This design comes from an exercise in tuning for a short achievable clock period and few clock cycles on the open sky130 flow, not from production work.
Function was checked by simulation only, so behaviour that the tests miss may differ from the original.
Power is estimated from default activity; no workload was simulated.

**flow/run.sh**
```bash
#!/bin/bash
# synth_recipe.tcl (not shown) runs the flow's synth.tcl, then flattens the netlist and writes it again
# the make line also repeats each setting of config.mk as NAME=value (left out here)
make -C /OpenROAD-flow-scripts/flow DESIGN_CONFIG=/design/flow/config.mk WORK_HOME=/design/flow/orfs CLKGATE_MAP_FILE= SYNTH_SCRIPT=/design/flow/synth_recipe.tcl finish
```
**flow/constraint.sdc**
```tcl
create_clock -name core_clock -period 8.0 [get_ports {clk}]
set_input_delay 1.6000 -clock core_clock [delete_from_list [all_inputs] [get_ports {clk}]]
set_output_delay 1.6000 -clock core_clock [all_outputs]
set_load 0.01 [all_outputs]
```
**flow/config.mk**
```make
export PLATFORM = sky130hd
export DESIGN_NAME = mipsPipe
export DESIGN_NICKNAME = mipsPipe
export VERILOG_FILES = /design/flow/design.v
export SDC_FILE = /design/flow/constraint.sdc
export NUM_CORES = 4
export LEC_CHECK = 0
export CAP_MARGIN = 20
export CORE_MARGIN = 2
export CORE_UTILIZATION = 40
export SLEW_MARGIN = 20
```
**flow/design.v**
```verilog
package mipsPipePkg;
    typedef enum logic [5:0] {
        opRtype = 6'b000000,
        opBeq   = 6'b000100,
        opAddi  = 6'b001000,
        opLw    = 6'b100011,
        opSw    = 6'b101011
    } opcodeT;
    typedef enum logic [5:0] {
        fnAdd = 6'b100000,
        fnSub = 6'b100010,
        fnAnd = 6'b100100,
        fnOr  = 6'b100101,
        fnSlt = 6'b101010
    } functT;
    typedef enum logic [2:0] {
        aluAnd = 3'b000,
        aluOr  = 3'b001,
        aluAdd = 3'b010,
        aluSub = 3'b110,
        aluSlt = 3'b111
    } aluCtrlT;
    typedef enum logic [1:0] {
        fromRegFile   = 2'b00,
        fromWriteback = 2'b01,
        fromMemory    = 2'b10
    } forwardSelT;
endpackage
`timescale 1ns/1ps
module controlDecoder (
    input  mipsPipePkg::opcodeT  opD,
    input  mipsPipePkg::functT   functD,
    output logic                 regWriteD,
    output logic                 memToRegD,
    output logic                 memWriteD,
    output logic                 aluSrcD,
    output logic                 regDstD,
    output logic                 branchD,
    output mipsPipePkg::aluCtrlT aluCtrlD
);
    typedef enum logic [1:0] {
        classAdd,    
        classSub,    
        classFunct   
    } aluClassT;
    aluClassT aluClass;
    always_comb begin
        regWriteD = 1'b0;
        memToRegD = 1'b0;
        memWriteD = 1'b0;
        aluSrcD   = 1'b0;
        regDstD   = 1'b0;
        branchD   = 1'b0;
        aluClass  = classAdd;
        case (opD)
            mipsPipePkg::opRtype: begin
                regWriteD = 1'b1;
                regDstD   = 1'b1;  
                aluClass  = classFunct;
            end
            mipsPipePkg::opLw: begin
                regWriteD = 1'b1;
                memToRegD = 1'b1;
                aluSrcD   = 1'b1;
            end
            mipsPipePkg::opSw: begin
                memWriteD = 1'b1;
                aluSrcD   = 1'b1;
            end
            mipsPipePkg::opBeq: begin
                branchD  = 1'b1;
                aluClass = classSub;  
            end
            mipsPipePkg::opAddi: begin
                regWriteD = 1'b1;
                aluSrcD   = 1'b1;
            end
            default: regWriteD = 1'b0;  
        endcase
    end
    always_comb begin
        case (aluClass)
            classSub: aluCtrlD = mipsPipePkg::aluSub;
            classFunct: begin
                case (functD)
                    mipsPipePkg::fnSub: aluCtrlD = mipsPipePkg::aluSub;
                    mipsPipePkg::fnAnd: aluCtrlD = mipsPipePkg::aluAnd;
                    mipsPipePkg::fnOr:  aluCtrlD = mipsPipePkg::aluOr;
                    mipsPipePkg::fnSlt: aluCtrlD = mipsPipePkg::aluSlt;
                    default:            aluCtrlD = mipsPipePkg::aluAdd;
                endcase
            end
            default: aluCtrlD = mipsPipePkg::aluAdd;
        endcase
    end
endmodule
`timescale 1ns/1ps
module hazardUnit (
    input  logic                          clk,
    input  logic                          reset,
    input  logic [5-1:0]    rsD, rtD, rsE, rtE,
    input  logic [5-1:0]    writeRegM, writeRegW,
    input  logic                          regWriteM, regWriteW,
    input  logic                          memToRegE,
    input  logic                          pcSrcM,
    output mipsPipePkg::forwardSelT       forwardAE, forwardBE,
    output logic                          stallF, stallD, flushD, flushE
);
    logic lwStall;
    function automatic mipsPipePkg::forwardSelT pickSource(
        input logic [5-1:0] srcReg
    );
        mipsPipePkg::forwardSelT sel;
        sel = mipsPipePkg::fromRegFile;
        if (srcReg != '0) begin
            if (regWriteM && srcReg == writeRegM) begin
                sel = mipsPipePkg::fromMemory;
            end else if (regWriteW && srcReg == writeRegW) begin
                sel = mipsPipePkg::fromWriteback;
            end
        end
        pickSource = sel;
    endfunction
    always_comb begin
        forwardAE = pickSource(rsE);
        forwardBE = pickSource(rtE);
    end
    assign lwStall = memToRegE && (rtE != '0) && (rtE == rsD || rtE == rtD);
    assign stallF = lwStall;
    assign stallD = lwStall;
    assign flushD = pcSrcM;            
    assign flushE = lwStall | pcSrcM;  
endmodule
`timescale 1ns/1ps
module regFile (
    input  logic                         clk,
    input  logic                         writeEnable,
    input  logic [5-1:0]   readAddr1,
    input  logic [5-1:0]   readAddr2,
    input  logic [5-1:0]   writeAddr,
    input  logic [32-1:0]       writeData,
    output logic [32-1:0]       readData1,
    output logic [32-1:0]       readData2
);
    logic [32-1:0] regs [2**(5)];
    logic bypass1, bypass2;
    always_ff @(posedge clk) begin
        if (writeEnable) begin
            regs[writeAddr] <= writeData;
        end
    end
    assign bypass1 = writeEnable && (writeAddr == readAddr1);
    assign bypass2 = writeEnable && (writeAddr == readAddr2);
    assign readData1 = (readAddr1 == '0) ? '0 : bypass1 ? writeData : regs[readAddr1];  
    assign readData2 = (readAddr2 == '0) ? '0 : bypass2 ? writeData : regs[readAddr2];
endmodule
`timescale 1ns/1ps
module dataMem (
    input  logic                     clk,
    input  logic                     reset,
    input  logic                     writeEnable,
    input  logic [32-1:0]   addr,
    input  logic [32-1:0]   writeData,
    output logic [32-1:0]   readData
);
    localparam int indexWidth = $clog2(64);
    logic [32-1:0] mem [64];
    logic [indexWidth-1:0]  wordIndex;
    assign wordIndex = addr[indexWidth+1:2];  
    assign readData  = mem[wordIndex];
    always_ff @(posedge clk) begin
        if (writeEnable) begin
            mem[wordIndex] <= writeData;
        end
    end
endmodule
`timescale 1ns/1ps
module aluUnit (
    input  logic [32-1:0]   srcA,
    input  logic [32-1:0]   srcB,
    input  mipsPipePkg::aluCtrlT     aluCtrl,
    output logic [32-1:0]   result,
    output logic                     zero
);
    always_comb begin
        case (aluCtrl)
            mipsPipePkg::aluAnd: result = srcA & srcB;
            mipsPipePkg::aluOr:  result = srcA | srcB;
            mipsPipePkg::aluAdd: result = srcA + srcB;
            mipsPipePkg::aluSub: result = srcA - srcB;
            mipsPipePkg::aluSlt: begin
                result = {{(32-1){1'b0}}, (srcA < srcB)};
            end
            default: result = '0;
        endcase
    end
    assign zero = (result == '0);
endmodule
`timescale 1ns/1ps
module pipelineDatapath (
    input  logic                         clk,
    input  logic                         reset,
    input  logic [32-1:0]       instrF,
    output logic [32-1:0]       pcF,
    input  logic                         regWriteD, memToRegD, memWriteD,
    input  logic                         aluSrcD, regDstD, branchD,
    input  mipsPipePkg::aluCtrlT         aluCtrlD,
    input  mipsPipePkg::forwardSelT      forwardAE, forwardBE,
    input  logic                         stallF, stallD, flushD, flushE,
    output mipsPipePkg::opcodeT          opD,
    output mipsPipePkg::functT           functD,
    output logic [5-1:0]   rsD, rtD, rsE, rtE,
    output logic [5-1:0]   writeRegM, writeRegW,
    output logic                         regWriteM, regWriteW, memToRegE, pcSrcM,
    input  logic [32-1:0]       readData1, readData2,
    output logic [32-1:0]       resultW,
    output logic [32-1:0]       aluOutM, writeDataM,
    output logic                         memWriteM,
    input  logic [32-1:0]       readDataM
);
    logic [32-1:0]     pcPlus4F, instrD, pcPlus4D, signImmD;
    logic [5-1:0] rdD, rdE, writeRegE;
    logic                       regWriteE, memWriteE, aluSrcE, regDstE, branchE, zeroE;
    mipsPipePkg::aluCtrlT       aluCtrlE;
    logic [32-1:0]     rd1E, rd2E, signImmE, pcPlus4E;
    logic [32-1:0]     srcAE, srcBE, writeDataE, aluOutE, pcBranchE;
    logic                       memToRegM, branchM, zeroM;
    logic [32-1:0]     pcBranchM;
    logic                       memToRegW;
    logic [32-1:0]     readDataW, aluOutW;
    assign pcPlus4F = pcF + 4;
    always_ff @(posedge clk or posedge reset) begin
        if (reset) begin
            pcF <= 32'h0000_0000;
        end else if (pcSrcM) begin
            pcF <= pcBranchM;  
        end else if (!stallF) begin
            pcF <= pcPlus4F;
        end
    end
    always_ff @(posedge clk or posedge reset) begin
        if (reset) begin
            instrD   <= 32'h0000_0020;
            pcPlus4D <= '0;
        end else if (flushD) begin
            instrD   <= 32'h0000_0020;
            pcPlus4D <= '0;
        end else if (!stallD) begin
            instrD   <= instrF;
            pcPlus4D <= pcPlus4F;
        end
    end
    assign opD      = mipsPipePkg::opcodeT'(instrD[31:26]);
    assign functD   = mipsPipePkg::functT'(instrD[5:0]);
    assign rsD      = instrD[25:21];
    assign rtD      = instrD[20:16];
    assign rdD      = instrD[15:11];
    assign signImmD = {{(32-16){instrD[15]}}, instrD[15:0]};
    always_ff @(posedge clk or posedge reset) begin
        if (reset) begin
            regWriteE <= 1'b0;
            memToRegE <= 1'b0;
            memWriteE <= 1'b0;
            branchE   <= 1'b0;
            regWriteM <= 1'b0;
            memToRegM <= 1'b0;
            memWriteM <= 1'b0;
            branchM   <= 1'b0;
            regWriteW <= 1'b0;
            memToRegW <= 1'b0;
        end else begin
            regWriteE <= regWriteD & ~flushE;  
            memToRegE <= memToRegD & ~flushE;
            memWriteE <= memWriteD & ~flushE;
            branchE   <= branchD & ~flushE;
            regWriteM <= regWriteE & ~pcSrcM;
            memToRegM <= memToRegE & ~pcSrcM;
            memWriteM <= memWriteE & ~pcSrcM;
            branchM   <= branchE & ~pcSrcM;
            regWriteW <= regWriteM;
            memToRegW <= memToRegM;
        end
    end
    always_ff @(posedge clk or posedge reset) begin
        if (reset) begin
            aluSrcE    <= 1'b0;
            regDstE    <= 1'b0;
            aluCtrlE   <= mipsPipePkg::aluAnd;
            rd1E       <= '0;
            rd2E       <= '0;
            rsE        <= '0;
            rtE        <= '0;
            rdE        <= '0;
            signImmE   <= '0;
            pcPlus4E   <= '0;
            zeroM      <= 1'b0;
            aluOutM    <= '0;
            writeDataM <= '0;
            writeRegM  <= '0;
            pcBranchM  <= '0;
            readDataW  <= '0;
            aluOutW    <= '0;
            writeRegW  <= '0;
        end else begin
            aluSrcE    <= aluSrcD;
            regDstE    <= regDstD;
            aluCtrlE   <= aluCtrlD;
            rd1E       <= readData1;
            rd2E       <= readData2;
            rsE        <= rsD;
            rtE        <= rtD;
            rdE        <= rdD;
            signImmE   <= signImmD;
            pcPlus4E   <= pcPlus4D;
            zeroM      <= zeroE;
            aluOutM    <= aluOutE;
            writeDataM <= writeDataE;
            writeRegM  <= writeRegE;
            pcBranchM  <= pcBranchE;
            readDataW  <= readDataM;
            aluOutW    <= aluOutM;
            writeRegW  <= writeRegM;
        end
    end
    always_comb begin
        case (forwardAE)
            mipsPipePkg::fromMemory:    srcAE = aluOutM;
            mipsPipePkg::fromWriteback: srcAE = resultW;
            default:                    srcAE = rd1E;
        endcase
        case (forwardBE)
            mipsPipePkg::fromMemory:    writeDataE = aluOutM;
            mipsPipePkg::fromWriteback: writeDataE = resultW;
            default:                    writeDataE = rd2E;
        endcase
    end
    assign srcBE     = aluSrcE ? signImmE : writeDataE;
    assign writeRegE = regDstE ? rdE : rtE;
    assign pcBranchE = pcPlus4E + (signImmE << 2);  
    aluUnit aluInst (
        .srcA    (srcAE),
        .srcB    (srcBE),
        .aluCtrl (aluCtrlE),
        .result  (aluOutE),
        .zero    (zeroE)
    );
    assign pcSrcM  = branchM & zeroM;
    assign resultW = memToRegW ? readDataW : aluOutW;
endmodule
`timescale 1ns/1ps
module mipsPipe (
    input  logic                     clk,
    input  logic                     reset,
    input  logic [32-1:0]   instrF,
    output logic [32-1:0]   pcF,
    output logic                     memWrite,
    output logic [32-1:0]   dataAdr,
    output logic [32-1:0]   writeData
);
    mipsPipePkg::opcodeT        opD;
    mipsPipePkg::functT         functD;
    mipsPipePkg::aluCtrlT       aluCtrlD;
    mipsPipePkg::forwardSelT    forwardAE, forwardBE;
    logic                       regWriteD, memToRegD, memWriteD, aluSrcD, regDstD, branchD;
    logic                       stallF, stallD, flushD, flushE;
    logic [5-1:0] rsD, rtD, rsE, rtE, writeRegM, writeRegW;
    logic                       regWriteM, regWriteW, memToRegE, pcSrcM;
    logic [32-1:0]     readData1, readData2, resultW, readDataM;
    controlDecoder decoderInst (.*);
    hazardUnit hazardInst (.*);
    pipelineDatapath datapathInst (
        .aluOutM    (dataAdr),
        .writeDataM (writeData),
        .memWriteM  (memWrite),
        .*
    );
    regFile regFileInst (
        .clk         (clk),
        .writeEnable (regWriteW),
        .readAddr1   (rsD),
        .readAddr2   (rtD),
        .writeAddr   (writeRegW),
        .writeData   (resultW),
        .readData1   (readData1),
        .readData2   (readData2)
    );
    dataMem dataMemInst (
        .clk         (clk),
        .reset       (reset),
        .writeEnable (memWrite),
        .addr        (dataAdr),
        .writeData   (writeData),
        .readData    (readDataM)
    );
endmodule
```
==> summary.txt <==
outcome: no timing/DRC/antenna violations
Fin Setup TNS: 0 ps
Final WS setup: 1027 ps
H-tree depth: 5
Worst EP arrival: 7790 ps
Remaining DRCs: 0
Final nets: 8609
Clk Latency, worst-skew pair: 950 ps
Crit. End Element: register
First DRT Iteration DRCs: 11518
crit path launch type: register
crit-path most repeated cell: nor4_2
Rel. slew slack: 19.13%
Fmax: 143.4 MHz
ys async rst share: 11.62%
Total GRT Usage: 24.94%
Cell Area, Synth: 142500 um2
Largest register FFs: 2048
final setup violating endpoints: 0
Period minus WS final: 6973 ps
final core utilization: 45.77%
HP Class: reg2reg
HPWL Detailed: 260600 um
Total Wirelength: 461800 um
critical path's slowest cell: or4_4
post-CTS setup buffer count: 0
slowest cell delay on critical path: 620 ps
VDD IR-drop max: 0.2249 mV
Seq/Total Area, Yosys: 71.84%
CTS Hold Bufs: 0
Worst Path Required: 8810 ps
port bufs: 130
Cell Rows: 219
Syn Nets: 8436
IO Count: 131
CP cell instances: xor2_1, nor4_1, and3_1, nand2_1, inv_1, ha_1, buf_4, a22oi_1, nor2_1, a21oi_1, o21ai_0, ha_1, or4_4, a2111oi_4, nor2_2, a41o_1, a211o_1, nor4_2, nand4b_1, nor4_2, nand4_1, nor4_2
first-pass GRT wire length: 646000 um
Synth Warn #: 6
Leak: 52.43 nW
Cells after Synth: 8265
clk root buf: clkbuf_16
RePlAce Congestion: 0.9329
largest net degree at the start of global routing: 172
synthesized flop and latch total: 3476
Routed Antenna Nets: 0
worst slack, placed: 1279 ps
core area: 355100 um2
average cell area after synthesis: 17.24 um2
Syn-to-layout area delta: 14.06%
CTS sink cnt: 3476
clk buf depth: 4
share of cells above drive strength 1: 18.64%
Setup CP Type: reg2reg
Vias: 84557
CTS tree: yes
Tightest Pin Transition: 1203 ps
Final Hold Vio Count: 0
Tot Pwr: 49.27 mW
CTS Buf Count: 359
grt ovf: 0
Starting Density: 40.12%
crit-path max FO: 24
Die Area: 361000 um2
main flop type after synthesis: edfxtp_1
Clock Skew: 117.4 ps
antenna violations before repair: 32
period utilization: 87.16%
vias in the first global route: 82725
DRT Pass-1 Iters: 7
Distinct cells, synth: 85
Pwr Density: 303.1 nW/um2
CTS clk-pin slew, worst paths: 60 ps
Max Slew Vio Count: 0
WL/cell: 34.23 um
biggest regs: dataMemInst.mem x2048, regFileInst.regs x1024
number of max-cap violations: 0
Die H: 600.8 um
Die Span X: 600.8 um
EDFF count, synth: 3072
Reg2Reg Setup Slack: 1030 ps
Biggest register: dataMemInst.mem
RSZ-0062 raised after global routing: false
CTS resizes: 0
Via-to-Cell Ratio: 6.269
## worst paths after layout
| path | startpoint | to | cells after the start |
|---|---|---|---|
| min in group asynchronous | reset | datapathInst.writeDataM[18] | 2 |
| hold / removal | datapathInst.pcPlus4D[8] | datapathInst.pcPlus4E[8] | 0 |
| max in group asynchronous | reset | datapathInst.instrD[5] | 4 |
| setup / recovery | datapathInst.rtE[3] | datapathInst.zeroM | 22 |
| setup reg to reg | datapathInst.rtE[3] | datapathInst.zeroM | 22 |
| hold reg to reg | datapathInst.pcPlus4D[8] | datapathInst.pcPlus4E[8] | 0 |
## metrics by stage
stage	hold WS, ps	cells	instance area, um2
after detailed placement	339.5	12827	150800
final	345.6	13489	162500
after CTS	346.9	13483	162500
after global placement	336.1	12827	150800
after global routing	359.0	13485	162500
after floorplan	331.2	8265	142500
## Yosys cell counts (10+ instances only)
master | count | share of area [%]
nand4_1 | 48 | 0.21
o21ai_0 | 125 | 0.44
mux2_2 | 38 | 0.30
clkbuf_1 | 424 | 1.1
and2_1 | 15 | 0.066
buf_2 | 11 | 0.039
nand2_1 | 280 | 0.74
o31ai_1 | 10 | 0.053
xor2_1 | 68 | 0.42
ha_1 | 134 | 1.2
xnor2_1 | 78 | 0.48
a22oi_1 | 637 | 3.4
nor2_1 | 392 | 1.0
a22o_1 | 229 | 1.4
and3_1 | 27 | 0.12
a21oi_1 | 282 | 0.99
nand3_1 | 56 | 0.20
o21a_1 | 35 | 0.18
a211oi_1 | 67 | 0.35
nor2b_1 | 45 | 0.20
a221oi_1 | 232 | 1.4
o22ai_1 | 14 | 0.061
nor3_1 | 34 | 0.12
o211ai_1 | 15 | 0.079
a31oi_1 | 238 | 1.0
edfxtp_1 | 3072 | 65
a21o_1 | 31 | 0.16
dfrtp_1 | 403 | 7.1
mux2i_1 | 94 | 0.66
nor4_1 | 64 | 0.28
inv_1 | 150 | 0.40
o21bai_1 | 14 | 0.074
nand2b_1 | 10 | 0.044
mux4_2 | 616 | 9.7
buf_1 | 139 | 0.37
## cell families (layout without fill, tap and decap cells)
group,Yosys count,after routing,synth area share [%]
flops,3476,3476,71.84
compound gates,1991,1991,10.04
simple gates,1036,1036,3.361
mux,748,748,10.70
buf+inv,731,1199,1.952
xor+xnor,146,146,0.8974
fa+ha+maj,137,137,1.219
other cells,0,5,0
## area by class of cell
class | instances | area, um2
Timing Repair Buffer | 392 | 3601
Fill cell | 30157 | 192600
Clock buffer | 470 | 9748
Multi-Input combinational cell | 4058 | 38240
Antenna cell | 5 | 12.51
Inverter | 151 | 570.5
Clock inverter | 186 | 1976
Sequential cell | 3476 | 102400
Tap cell | 4751 | 5944
## critical path, delay by kind of cell, from the launching register on
family | cells | cell delay, ps
and+or+nand+nor | 11 | 3200
DFF | 1 | 470
buffers and inverters | 2 | 490
adders and majority gates | 2 | 900
AOI/OAI and AO/OA | 6 | 1570
xor gates and xnor gates | 1 | 200
## layer usage
layer | global-route usage (%) | vias to the layer above | share of wire [%]
met3 | 4.259 | 787 | 9.0
met4 | 9.468 | 10 | 4.2
li1 | - | 34280 | -
met2 | 39.64 | 4665 | 47
met5 | 0 | - | 0.014
met1 | 34.44 | 44815 | 40
## placed cells by master, fill, tap and decap left out, drive strengths merged, types with 10 or more instances in the layout
| cell | instances |
|---|---|
| nand4 | 48 |
| edfxtp | 3072 |
| nor2 | 393 |
| bufinv | 36 |
| inv | 163 |
| nor2b | 45 |
| o21bai | 14 |
| a221oi | 232 |
| and2 | 16 |
| o31ai | 10 |
| mux2i | 94 |
| xnor2 | 78 |
| mux2 | 38 |
| a22o | 229 |
| o21a | 35 |
| a21oi | 282 |
| nand2b | 10 |
| o211ai | 15 |
| clkinv | 127 |
| a31oi | 238 |
| nor3 | 35 |
| dfrtp | 403 |
| xor2 | 68 |
| o22ai | 14 |
| clkinvlp | 11 |
| o21ai | 128 |
| clkdlybuf4s50 | 130 |
| clkbuf | 470 |
| buf | 262 |
| nand3 | 56 |
| a22oi | 637 |
| nand2 | 280 |
| a211oi | 67 |
| mux4 | 616 |
| nor4 | 67 |
| a21o | 31 |
| and3 | 27 |
| ha | 134 |
## report_power, final
| group | switching (mW) | internal [mW] |
|---|---|---|
| clock | 7.02 | 9.76 |
| sequential | 0.701 | 21.3 |
| combinational | 7.43 | 3.05 |
| total | 15.2 | 34.1 |
Testbench counts, summed over its fixed seeds: cycles 83,029.

static timing again, ports no longer ideal:
The flow's constraints put no driver on any port. The routed layout listed below was extracted and timed again, unchanged, in two steps. Step 1, drivers: a clkbuf_16 drives clk and a buf_2 each remaining input, both assumed. Step 2 adds t to the input delays and takes it off the output delays; t is the mean of the earliest and latest rising clock arrival at the registers after step 1. Input paths then give back, and output paths get back, about the clock's delay inside the block. a / b / c = ideal ports / drivers / drivers and shift; a / b = the first two.
shift t [ns]: 0.999
setup slack, ns: 1.027 / 1.027 / 1.027
clock arrival spread, ns: 0.138 / 0.138
After both steps setup and hold are still met in this run. The setup slack of this run moves by 0.000 ns with the drivers and by 0.000 ns with both steps.
